This is an optimization exercise on Yosys and OpenROAD, whose aim is small area, a short achievable clock period and few clock cycles per item, not a production implementation. The RTL was checked by simulation tests, not by an equivalence proof against the original design. Power and IR drop assume default switching activity.

==> inputs of job 3411 <==
==> flow/design.v <==
package muldiv_pkg;
    function automatic logic is_word(input logic [3:0] op);
        is_word = (op >= 4'd8) && (op <= 4'd12);
    endfunction
    function automatic logic is_illegal(input logic [3:0] op);
        is_illegal = op > 4'd12;
    endfunction
    function automatic logic is_mul(input logic [3:0] op);
        is_mul = (op <= 4'd3) || (op == 4'd8);
    endfunction
    function automatic logic is_rem(input logic [3:0] op);
        is_rem = (op == 4'd6) || (op == 4'd7) || (op == 4'd11) || (op == 4'd12);
    endfunction
    function automatic logic is_signed_a(input logic [3:0] op);
        is_signed_a = (op == 4'd1) || (op == 4'd2) || (op == 4'd4) || (op == 4'd6)
            || (op == 4'd9) || (op == 4'd11);
    endfunction
    function automatic logic is_signed_b(input logic [3:0] op);
        is_signed_b = (op == 4'd1) || (op == 4'd4) || (op == 4'd6)
            || (op == 4'd9) || (op == 4'd11);
    endfunction
endpackage
module muldiv_prep (
    input  logic [3:0]  op,
    input  logic [63:0] rs1,
    input  logic [63:0] rs2,
    output logic [68:0] x,
    output logic [63:0] y,
    output logic [67:0] m,
    output logic        a_neg,
    output logic        b_neg
);
    logic        word;
    logic        mul;
    logic        sa;
    logic        sb;
    logic [63:0] a_ext;
    logic [63:0] b_ext;
    always_comb begin
        word  = muldiv_pkg::is_word(op);
        mul   = muldiv_pkg::is_mul(op);
        sa    = muldiv_pkg::is_signed_a(op);
        sb    = muldiv_pkg::is_signed_b(op);
        a_ext = word ? {{32{sa & rs1[31]}}, rs1[31:0]} : rs1;
        b_ext = word ? {{32{sb & rs2[31]}}, rs2[31:0]} : rs2;
        a_neg = sa & a_ext[63];
        b_neg = sb & b_ext[63];
        x     = mul ? 69'd0 : {5'b00000, a_ext ^ {64{a_neg}}};
        y     = mul ? rs1 : 64'd0;
        m     = {{4{b_neg}}, b_ext};
    end
endmodule
module muldiv_add #(
    parameter int W  = 67,
    parameter bit KS = 1
) (
    input  logic [W-1:0] a,
    input  logic [W-1:0] b,
    input  logic         cin,
    output logic [W-1:0] s
);
    localparam int N = W + 1;
    localparam int L = $clog2(N);
    logic [N-1:0] g [0:L];
    logic [N-1:0] p [0:L];
    assign g[0] = {a & b, cin};
    assign p[0] = {a ^ b, 1'b0};
    for (genvar l = 0; l < L; l++) begin : g_lvl
        for (genvar i = 0; i < N; i++) begin : g_bit
            if (KS) begin : g_ks
                if (i >= (1 << l)) begin : g_op
                    assign g[l+1][i] = g[l][i] | (p[l][i] & g[l][i - (1 << l)]);
                    assign p[l+1][i] = p[l][i] & p[l][i - (1 << l)];
                end else begin : g_pass
                    assign g[l+1][i] = g[l][i];
                    assign p[l+1][i] = p[l][i];
                end
            end else begin : g_sk
                if ((i >> l) & 1) begin : g_op
                    assign g[l+1][i] = g[l][i] | (p[l][i] & g[l][((i >> l) << l) - 1]);
                    assign p[l+1][i] = p[l][i] & p[l][((i >> l) << l) - 1];
                end else begin : g_pass
                    assign g[l+1][i] = g[l][i];
                    assign p[l+1][i] = p[l][i];
                end
            end
        end
    end
    assign s = (a ^ b) ^ g[L][N-2:0];
endmodule
module muldiv_iter
#(
    parameter int XLEN     = 64,
    parameter bit WORD_OPS = 1
) (
    input  logic            clk,
    input  logic            rst,
    input  logic            flush,
    input  logic            in_valid,
    output logic            in_ready,
    input  logic [3:0]      op,
    input  logic [XLEN-1:0] rs1,
    input  logic [XLEN-1:0] rs2,
    output logic            out_valid,
    input  logic            out_ready,
    output logic [XLEN-1:0] result,
    output logic            busy
);
    localparam int W = 69;         
    localparam int I_IDLE  = 0;
    localparam int I_MUL   = 1;
    localparam int I_INC   = 2;    
    localparam int I_DCHK  = 3;    
    localparam int I_ALIGN = 4;    
    localparam int I_DIV   = 5;
    localparam int I_FIX   = 6;    
    localparam int I_CAP   = 7;    
    localparam int I_NEGX  = 8;    
    localparam int I_NEGI  = 9;    
    localparam int NS      = 10;
    logic [NS-1:0] st;
    logic [6:0]   cnt;
    logic [W-1:0] x;       
    logic [63:0]  y;       
    logic [W-2:0] m;       
    logic [W-1:0] q;       
    logic         b_s1, b_s2, b_s32, b_inv;    
    logic         qc;      
    logic         skip;    
    logic         c_word;
    logic         c_mul;
    logic         c_hi;    
    logic         c_fix;   
    logic         c_rem;
    logic         c_ill;
    logic         c_dn;    
    logic         c_neg;   
    logic         c_dz;    
    logic [W-1:0] p_x;
    logic [63:0]  p_y;
    logic [W-2:0] p_m;
    logic         p_aneg;
    logic         p_bneg;
    muldiv_prep u_prep (
        .op   (op),
        .rs1  (rs1),
        .rs2  (rs2),
        .x    (p_x),
        .y    (p_y),
        .m    (p_m),
        .a_neg(p_aneg),
        .b_neg(p_bneg)
    );
    logic         take;
    logic         cap_ok;
    logic         ov_n;
    logic [W-1:0] sum;
    logic         neg;     
    logic         m_zero;
    logic         last;
    logic         dn_n;
    logic [W-2:0] m_n;
    logic [NS-1:0] ld_st;         
    logic [NS-1:0] nl_p, nl_m;    
    logic [NS-1:0] st_p;          
    logic [NS-1:0] st_m;          
    logic         n_s1, n_s2, n_s32, inv_p, cin_p;
    logic         alt;
    logic         inv_m;
    logic         dv;
    logic         skip_n;
    logic [2:0]   bd;
    logic [63:0]  rn;
    logic [63:0]  res_n;
    function automatic logic [2:0] booth(input logic b1, input logic b0, input logic bm);
        booth = {b0 ^ bm, (b1 & ~b0 & ~bm) | (~b1 & b0 & bm), b1 & ~(b0 & bm)};
    endfunction
    assign take   = in_ready && in_valid && !flush && !rst;
    assign cap_ok = st[I_CAP] && (!out_valid || out_ready);
    assign q = ((b_s1 ? {m[W-2], m} : '0) | (b_s2 ? {m, 1'b0} : '0)
              | (b_s32 ? {m[W-6:0], 5'b00000} : '0)) ^ {W{b_inv}};
    muldiv_add #(.W(W), .KS(1)) u_add (.a(x), .b(q), .cin(qc), .s(sum));
    assign neg    = sum[W-1];
    assign m_zero = (m == '0);
    assign last   = skip ? (cnt == 7'd4) : (cnt == 7'd1);
    always_comb begin
        ld_st = '0;
        if (muldiv_pkg::is_illegal(op))  ld_st[I_CAP]  = 1'b1;
        else if (muldiv_pkg::is_mul(op)) ld_st[I_MUL]  = 1'b1;
        else if (p_aneg)                 ld_st[I_INC]  = 1'b1;
        else                             ld_st[I_DCHK] = 1'b1;
        nl_p = '0;
        if (st[I_IDLE]) nl_p[I_IDLE] = 1'b1;
        if (st[I_MUL]) begin
            if (!last)      nl_p[I_MUL] = 1'b1;
            else if (c_fix) nl_p[I_FIX] = 1'b1;
            else            nl_p[I_CAP] = 1'b1;
        end
        if (st[I_INC]) nl_p[I_DCHK] = 1'b1;
        if (st[I_DCHK]) begin
            if (!m_zero)             nl_p[I_ALIGN] = 1'b1;
            else if (c_rem && c_neg) nl_p[I_NEGX]  = 1'b1;
            else                     nl_p[I_CAP]   = 1'b1;
        end
        if (st[I_ALIGN]) nl_p[I_ALIGN] = 1'b1;
        if (st[I_DIV]) begin
            if (cnt != 7'd0)      nl_p[I_DIV]  = 1'b1;
            else if (!c_neg)      nl_p[I_CAP]  = 1'b1;
            else if (c_rem)       nl_p[I_NEGX] = 1'b1;
            else                  nl_p[I_NEGI] = 1'b1;
        end
        if (st[I_FIX]) begin
            if (c_neg) nl_p[I_NEGX] = 1'b1;
            else       nl_p[I_CAP]  = 1'b1;
        end
        if (st[I_NEGX]) nl_p[I_NEGI] = 1'b1;
        if (st[I_NEGI]) nl_p[I_CAP]  = 1'b1;
        if (st[I_CAP]) begin
            if (cap_ok) nl_p[I_IDLE] = 1'b1;
            else        nl_p[I_CAP]  = 1'b1;
        end
        nl_m = nl_p;
        if (st[I_DCHK] && !m_zero) begin nl_m[I_ALIGN] = 1'b0; nl_m[I_DIV] = 1'b1; end
        if (st[I_ALIGN])           begin nl_m[I_ALIGN] = 1'b0; nl_m[I_DIV] = 1'b1; end
        if (st[I_DIV] && cnt == 7'd0 && c_rem) begin nl_m[I_CAP] = 1'b0; nl_m[I_NEGX] = 1'b0; nl_m[I_FIX] = 1'b1; end
        st_p = in_ready ? ld_st : nl_p;
        st_m = neg ? nl_m : nl_p;
    end
    always_comb begin
        m_n = m;
        if (in_ready)                        m_n = p_m;
        else if (st[I_ALIGN])                m_n = {m[W-6:0], 4'b0000};
        else if (st[I_DIV] && cnt != 7'd0)   m_n = {m[W-2], m[W-2:1]};
    end
    always_comb begin
        dn_n   = in_ready ? p_bneg : c_dn;
        n_s1 = 1'b0; n_s2 = 1'b0; n_s32 = 1'b0; inv_p = 1'b0; cin_p = 1'b0;
        skip_n = 1'b0;
        bd     = 3'b000;
        if (in_ready) begin
            bd     = booth(rs1[1], rs1[0], 1'b0);
            skip_n = (rs1[7:0] == 8'h00);
        end else if (skip) begin
            bd     = booth(y[9], y[8], y[7]);
            skip_n = ((y[15:7] == 9'h000) || (y[15:7] == 9'h1FF)) && (cnt[6:3] != 4'd0);
        end else begin
            bd     = booth(y[3], y[2], y[1]);
            skip_n = ((y[9:1] == 9'h000) || (y[9:1] == 9'h1FF)) && (cnt > 7'd4);
        end
        if (st_p[I_MUL])   begin n_s1 = bd[2]; n_s2 = bd[1]; inv_p = bd[0]; cin_p = bd[0]; end
        if (st_p[I_INC] || st_p[I_NEGI]) cin_p = 1'b1;
        if (st_p[I_DCHK])  begin n_s2 = 1'b1;  inv_p = ~dn_n; cin_p = ~dn_n; end
        if (st_p[I_ALIGN]) begin n_s32 = 1'b1; inv_p = ~dn_n; cin_p = ~dn_n; end
        if (st_p[I_DIV])   begin n_s1 = 1'b1;  inv_p = ~dn_n; cin_p = ~dn_n; end
        if (st_p[I_FIX])   begin n_s1 = 1'b1;  inv_p = dn_n;  cin_p = dn_n; end
        alt   = st[I_DCHK] || st[I_ALIGN] || (st[I_DIV] && cnt == 7'd0 && c_rem);
        dv    = st[I_DCHK] || st[I_ALIGN] || (st[I_DIV] && (cnt != 7'd0 || c_rem));
        inv_m = st[I_DIV] ? c_dn : ~c_dn;
    end
    always_comb begin
        rn = (c_rem || c_neg) ? x[63:0] : y;
        if (c_ill)                   res_n = 64'd0;
        else if (c_mul && c_hi)      res_n = x[63:0];
        else if (c_mul && c_word)    res_n = {{32{y[63]}}, y[63:32]};
        else if (c_mul)              res_n = y;
        else if (c_dz && !c_rem)     res_n = {64{1'b1}};
        else if (c_word)             res_n = {{32{rn[31]}}, rn[31:0]};
        else                         res_n = rn;
    end
    always_ff @(posedge clk) begin
        b_s1  <= (neg && alt) ? 1'b1 : n_s1;
        b_s2  <= (neg && alt) ? 1'b0 : n_s2;
        b_s32 <= (neg && alt) ? 1'b0 : n_s32;
        b_inv <= (neg && dv) ? inv_m : inv_p;
        qc    <= (neg && dv) ? inv_m : cin_p;
        skip <= skip_n;
        m    <= m_n;
        if (in_ready) begin
            x       <= p_x;
            y       <= p_y;
            cnt     <= muldiv_pkg::is_mul(op) ? (muldiv_pkg::is_word(op) ? 7'd16 : 7'd32) : 7'd0;
            c_word  <= muldiv_pkg::is_word(op);
            c_mul   <= muldiv_pkg::is_mul(op);
            c_hi    <= (op == 4'd1) || (op == 4'd2) || (op == 4'd3);
            c_fix   <= (op == 4'd3) && rs1[63];
            c_rem   <= muldiv_pkg::is_rem(op);
            c_ill   <= muldiv_pkg::is_illegal(op);
            c_dn    <= p_bneg;
            c_neg   <= !muldiv_pkg::is_mul(op) && (muldiv_pkg::is_rem(op) ? p_aneg : (p_aneg ^ p_bneg));
            c_dz    <= 1'b0;
        end else begin
            if (st[I_MUL]) begin
                if (skip) begin
                    x   <= {{8{x[W-1]}}, x[W-1:8]};
                    y   <= {x[7:0], y[63:8]};
                    cnt <= cnt - 7'd4;
                end else begin
                    x   <= {sum[W-1], sum[W-1], sum[W-1:2]};
                    y   <= {sum[1:0], y[63:2]};
                    cnt <= cnt - 7'd1;
                end
            end
            if (st[I_INC] || st[I_FIX] || st[I_NEGI]) x <= sum;
            if (st[I_NEGX]) x <= ~x;
            if (st[I_DCHK] && m_zero) c_dz <= 1'b1;
            if (st[I_ALIGN]) cnt <= cnt + 7'd4;
            if (st[I_DIV]) begin
                if (cnt == 7'd0 && c_neg && !c_rem) x <= {{(W-63){1'b1}}, ~y[62:0], neg};
                else                                x <= sum;
                y <= {y[62:0], ~neg};
                if (cnt != 7'd0) cnt <= cnt - 7'd1;
            end
        end
    end
    always_comb begin
        ov_n = out_valid && !out_ready;
        if (cap_ok) ov_n = 1'b1;
    end
    always_ff @(posedge clk) begin
        if (cap_ok) result <= res_n;
        if (rst || flush) begin
            st        <= 'd1;
            out_valid <= 1'b0;
            in_ready  <= 1'b1;
            busy      <= 1'b0;
        end else begin
            st        <= take ? ld_st : st_m;
            out_valid <= ov_n;
            in_ready  <= take ? (ld_st[I_CAP] && !ov_n) : (st_m[I_IDLE] || (st_m[I_CAP] && !ov_n));
            busy      <= take || !st_m[I_IDLE] || ov_n;
        end
    end
endmodule
==> flow/flow/run.sh <==
#!/bin/bash
# The standard layout (the standard.sh, standard synthesis unchanged), with
# timing repair asked to leave 6.5 ns of setup slack at the 10 ns clock.
set -euo pipefail
bash standard.sh SETUP_SLACK_MARGIN=6.5 finish > standard_flow.log 2>&1
==> flow/standard.sh <==
#!/bin/bash
# synth_recipe.tcl (not shown) runs the flow's synth.tcl, then flattens the netlist and writes it again
# the make line also repeats each setting of config.mk as NAME=value (left out here)
make -C /OpenROAD-flow-scripts/flow DESIGN_CONFIG=/design/flow/config.mk WORK_HOME=/design/flow/orfs CLKGATE_MAP_FILE= SYNTH_SCRIPT=/design/flow/synth_recipe.tcl "${@:-finish}"
==> flow/config.mk <==
export PLATFORM = sky130hd
export DESIGN_NAME = muldiv_iter
export DESIGN_NICKNAME = muldiv_iter
export VERILOG_FILES = /design/flow/design.v
export SDC_FILE = /design/flow/constraint.sdc
export NUM_CORES = 4
export LEC_CHECK = 0
export CAP_MARGIN = 20
export CORE_MARGIN = 2
export CORE_UTILIZATION = 40
export SLEW_MARGIN = 20
==> flow/constraint.sdc <==
create_clock -name core_clock -period 10.0 [get_ports {clk}]
set_input_delay 2.0000 -clock core_clock [delete_from_list [all_inputs] [get_ports {clk}]]
set_output_delay 2.0000 -clock core_clock [all_outputs]
set_load 0.01 [all_outputs]
==> job 5585: changes against job 3411 <==
--- a/flow/design.v
+++ b/flow/design.v
@@ -111,11 +111,10 @@
     localparam int I_MUL   = 1;
-    localparam int I_INC   = 2;    
-    localparam int I_DCHK  = 3;    
-    localparam int I_ALIGN = 4;    
-    localparam int I_DIV   = 5;
-    localparam int I_FIX   = 6;    
-    localparam int I_CAP   = 7;    
-    localparam int I_NEGX  = 8;    
-    localparam int I_NEGI  = 9;    
-    localparam int NS      = 10;
+    localparam int I_DCHK  = 2;    
+    localparam int I_ALIGN = 3;    
+    localparam int I_DIV   = 4;
+    localparam int I_FIX   = 5;    
+    localparam int I_CAP   = 6;    
+    localparam int I_NEGX  = 7;    
+    localparam int I_NEGI  = 8;    
+    localparam int NS      = 9;
     logic [NS-1:0] st;
@@ -127,4 +126,5 @@
     logic         b_s1, b_s2, b_s32, b_inv;    
+    logic [W-1:0] r;       
+    logic         r_s1, r_s2, r_inv;           
     logic         qc;      
-    logic         skip;    
     logic         c_word;
@@ -138,2 +138,3 @@
     logic         c_dz;    
+    logic         c_inc;   
     logic [W-1:0] p_x;
@@ -158,3 +159,3 @@
     logic         neg;     
-    logic         m_zero;
+    logic         dz;      
     logic         last;
@@ -170,4 +171,5 @@
     logic         dv;
-    logic         skip_n;
-    logic [2:0]   bd;
+    logic [2:0]   bd, be;
+    logic         nr_s1, nr_s2, nr_inv;
+    logic [W-1:0] cs_s, cs_c;    
     logic [63:0]  rn;
@@ -181,6 +183,11 @@
               | (b_s32 ? {m[W-6:0], 5'b00000} : '0)) ^ {W{b_inv}};
-    muldiv_add #(.W(W), .KS(1)) u_add (.a(x), .b(q), .cin(qc), .s(sum));
+    assign r = {((r_s1 ? m[W-3:0] : '0) | (r_s2 ? {m[W-4:0], 1'b0} : '0)) ^ {(W-2){r_inv}},
+                r_inv, r_inv};
+    assign cs_s = x ^ q ^ r;
+    assign cs_c = {(x[W-2:0] & q[W-2:0]) | (x[W-2:0] & r[W-2:0]) | (q[W-2:0] & r[W-2:0]),
+                   r_inv | c_inc};
+    muldiv_add #(.W(W), .KS(0)) u_add (.a(cs_s), .b(cs_c), .cin(qc), .s(sum));
     assign neg    = sum[W-1];
-    assign m_zero = (m == '0);
-    assign last   = skip ? (cnt == 7'd4) : (cnt == 7'd1);
+    assign dz     = st[I_ALIGN] && cnt[6];
+    assign last   = (cnt == 7'd1);
     always_comb begin
@@ -189,3 +196,2 @@
         else if (muldiv_pkg::is_mul(op)) ld_st[I_MUL]  = 1'b1;
-        else if (p_aneg)                 ld_st[I_INC]  = 1'b1;
         else                             ld_st[I_DCHK] = 1'b1;
@@ -198,5 +204,5 @@
         end
-        if (st[I_INC]) nl_p[I_DCHK] = 1'b1;
-        if (st[I_DCHK]) begin
-            if (!m_zero)             nl_p[I_ALIGN] = 1'b1;
+        if (st[I_DCHK]) nl_p[I_ALIGN] = 1'b1;
+        if (st[I_ALIGN]) begin
+            if (!dz)                 nl_p[I_ALIGN] = 1'b1;
             else if (c_rem && c_neg) nl_p[I_NEGX]  = 1'b1;
@@ -204,3 +210,2 @@
         end
-        if (st[I_ALIGN]) nl_p[I_ALIGN] = 1'b1;
         if (st[I_DIV]) begin
@@ -215,3 +220,6 @@
         end
-        if (st[I_NEGX]) nl_p[I_NEGI] = 1'b1;
+        if (st[I_NEGX]) begin
+            if (c_inc) nl_p[I_CAP]  = 1'b1;
+            else       nl_p[I_NEGI] = 1'b1;
+        end
         if (st[I_NEGI]) nl_p[I_CAP]  = 1'b1;
@@ -222,4 +230,4 @@
         nl_m = nl_p;
-        if (st[I_DCHK] && !m_zero) begin nl_m[I_ALIGN] = 1'b0; nl_m[I_DIV] = 1'b1; end
-        if (st[I_ALIGN])           begin nl_m[I_ALIGN] = 1'b0; nl_m[I_DIV] = 1'b1; end
+        if (st[I_DCHK])        begin nl_m[I_ALIGN] = 1'b0; nl_m[I_DIV] = 1'b1; end
+        if (st[I_ALIGN] && !dz) begin nl_m[I_ALIGN] = 1'b0; nl_m[I_DIV] = 1'b1; end
         if (st[I_DIV] && cnt == 7'd0 && c_rem) begin nl_m[I_CAP] = 1'b0; nl_m[I_NEGX] = 1'b0; nl_m[I_FIX] = 1'b1; end
@@ -237,16 +245,15 @@
         n_s1 = 1'b0; n_s2 = 1'b0; n_s32 = 1'b0; inv_p = 1'b0; cin_p = 1'b0;
-        skip_n = 1'b0;
-        bd     = 3'b000;
+        nr_s1 = 1'b0; nr_s2 = 1'b0; nr_inv = 1'b0;
         if (in_ready) begin
-            bd     = booth(rs1[1], rs1[0], 1'b0);
-            skip_n = (rs1[7:0] == 8'h00);
-        end else if (skip) begin
-            bd     = booth(y[9], y[8], y[7]);
-            skip_n = ((y[15:7] == 9'h000) || (y[15:7] == 9'h1FF)) && (cnt[6:3] != 4'd0);
+            bd = booth(rs1[1], rs1[0], 1'b0);
+            be = booth(rs1[3], rs1[2], rs1[1]);
         end else begin
-            bd     = booth(y[3], y[2], y[1]);
-            skip_n = ((y[9:1] == 9'h000) || (y[9:1] == 9'h1FF)) && (cnt > 7'd4);
+            bd = booth(y[5], y[4], y[3]);
+            be = booth(y[7], y[6], y[5]);
+        end
+        if (st_p[I_MUL]) begin
+            n_s1 = bd[2]; n_s2 = bd[1]; inv_p = bd[0]; cin_p = bd[0];
+            {nr_s1, nr_s2, nr_inv} = be;
         end
-        if (st_p[I_MUL])   begin n_s1 = bd[2]; n_s2 = bd[1]; inv_p = bd[0]; cin_p = bd[0]; end
-        if (st_p[I_INC] || st_p[I_NEGI]) cin_p = 1'b1;
+        if (st_p[I_NEGI])  cin_p = 1'b1;
         if (st_p[I_DCHK])  begin n_s2 = 1'b1;  inv_p = ~dn_n; cin_p = ~dn_n; end
@@ -275,3 +282,5 @@
         qc    <= (neg && dv) ? inv_m : cin_p;
-        skip <= skip_n;
+        r_s1  <= nr_s1;
+        r_s2  <= nr_s2;
+        r_inv <= nr_inv;
         m    <= m_n;
@@ -280,3 +289,3 @@
             y       <= p_y;
-            cnt     <= muldiv_pkg::is_mul(op) ? (muldiv_pkg::is_word(op) ? 7'd16 : 7'd32) : 7'd0;
+            cnt     <= muldiv_pkg::is_mul(op) ? (muldiv_pkg::is_word(op) ? 7'd8 : 7'd16) : 7'd0;
             c_word  <= muldiv_pkg::is_word(op);
@@ -290,18 +299,14 @@
             c_dz    <= 1'b0;
+            c_inc   <= !muldiv_pkg::is_mul(op) && p_aneg;
         end else begin
             if (st[I_MUL]) begin
-                if (skip) begin
-                    x   <= {{8{x[W-1]}}, x[W-1:8]};
-                    y   <= {x[7:0], y[63:8]};
-                    cnt <= cnt - 7'd4;
-                end else begin
-                    x   <= {sum[W-1], sum[W-1], sum[W-1:2]};
-                    y   <= {sum[1:0], y[63:2]};
-                    cnt <= cnt - 7'd1;
-                end
+                x   <= {{4{sum[W-1]}}, sum[W-1:4]};
+                y   <= {sum[3:0], y[63:4]};
+                cnt <= cnt - 7'd1;
             end
-            if (st[I_INC] || st[I_FIX] || st[I_NEGI]) x <= sum;
+            if (st[I_FIX] || st[I_NEGI]) x <= sum;
             if (st[I_NEGX]) x <= ~x;
-            if (st[I_DCHK] && m_zero) c_dz <= 1'b1;
+            if (dz) c_dz <= 1'b1;
             if (st[I_ALIGN]) cnt <= cnt + 7'd4;
+            if (st[I_DIV]) c_inc <= 1'b0;
             if (st[I_DIV]) begin
==> flow/run.sh (new file) <==
#!/bin/bash
# synth_recipe.tcl (not shown) runs the flow's synth.tcl, then flattens the netlist and writes it again
# the make line also repeats each setting of config.mk as NAME=value (left out here)
make -C /OpenROAD-flow-scripts/flow DESIGN_CONFIG=/design/flow/config.mk WORK_HOME=/design/flow/orfs CLKGATE_MAP_FILE= SYNTH_SCRIPT=/design/flow/synth_recipe.tcl finish
Settings changed: CORE_UTILIZATION 40 to 45, SETUP_SLACK_MARGIN set to 5, TNS_END_PERCENT set to 0.
removed: flow/flow/run.sh
removed: flow/standard.sh
==> summary of the runs <==
- Against job 5585, the routed wire length of job 3411 is larger by 32%.
- Between job 3411 and job 5585, the lower clock skew is in job 5585 (gap 0.0011 ns).
- Clock power is about the same in job 5585 and job 3411.
- Hold slack is about the same in job 5585 and job 3411.
- In job 3411 the synthesized cell count is larger than in job 5585, by about 15%.
- Against job 3411, the non-clock buffer count of job 5585 is lower by 224.
- In job 5585 the die area is lower than in job 3411, by about 13%.
- In job 3411 the setup slack is higher than in job 5585, by 0.54 ns.
- Between job 3411 and job 5585, the lower flip-flop and latch count is in job 3411 (gap 2).
Testbench counts of job 3411, summed over its fixed seeds: cycles 40,705, items 2,400.
Testbench counts of job 5585, summed over its fixed seeds: cycles 31,238, items 2,400.

==> re-timing with driven ports <==
How much do the figures lean on ideal ports? The routed layouts below were timed once more, with nothing changed but the port constraints. Step 1 sets driving cells, clkbuf_16 on the clock port and buf_2 on the other inputs (assumed; they add their load-dependent delay and slew). Step 2 times the ports against the registers' clock, not the clock port: input delays grow and output delays shrink by t, the midpoint of the rising clock arrivals with the driver on. Slacks: no drivers / after step 1 / after step 2; pairs: no drivers / after step 1.
| run | t (ns) | setup WS [ns] | latest minus earliest clock arrival (ns) | slew at the worst register clock pin (ns) | worst slew at a driven data input, ns |
|---|---|---|---|---|---|
| job 3411 | 0.647 | 5.632 / 5.632 / 5.632 | 0.021 / 0.021 | 0.07 / 0.07 | 0.06 |
| job 5585 | 0.630 | 5.096 / 5.096 / 4.615 | 0.020 / 0.020 | 0.06 / 0.06 | 0.05 |
After both steps every run listed still meets setup and hold. For job 5585, which loses most, drivers alone change the setup slack by 0.000 ns; drivers and shift together by -0.481 ns.
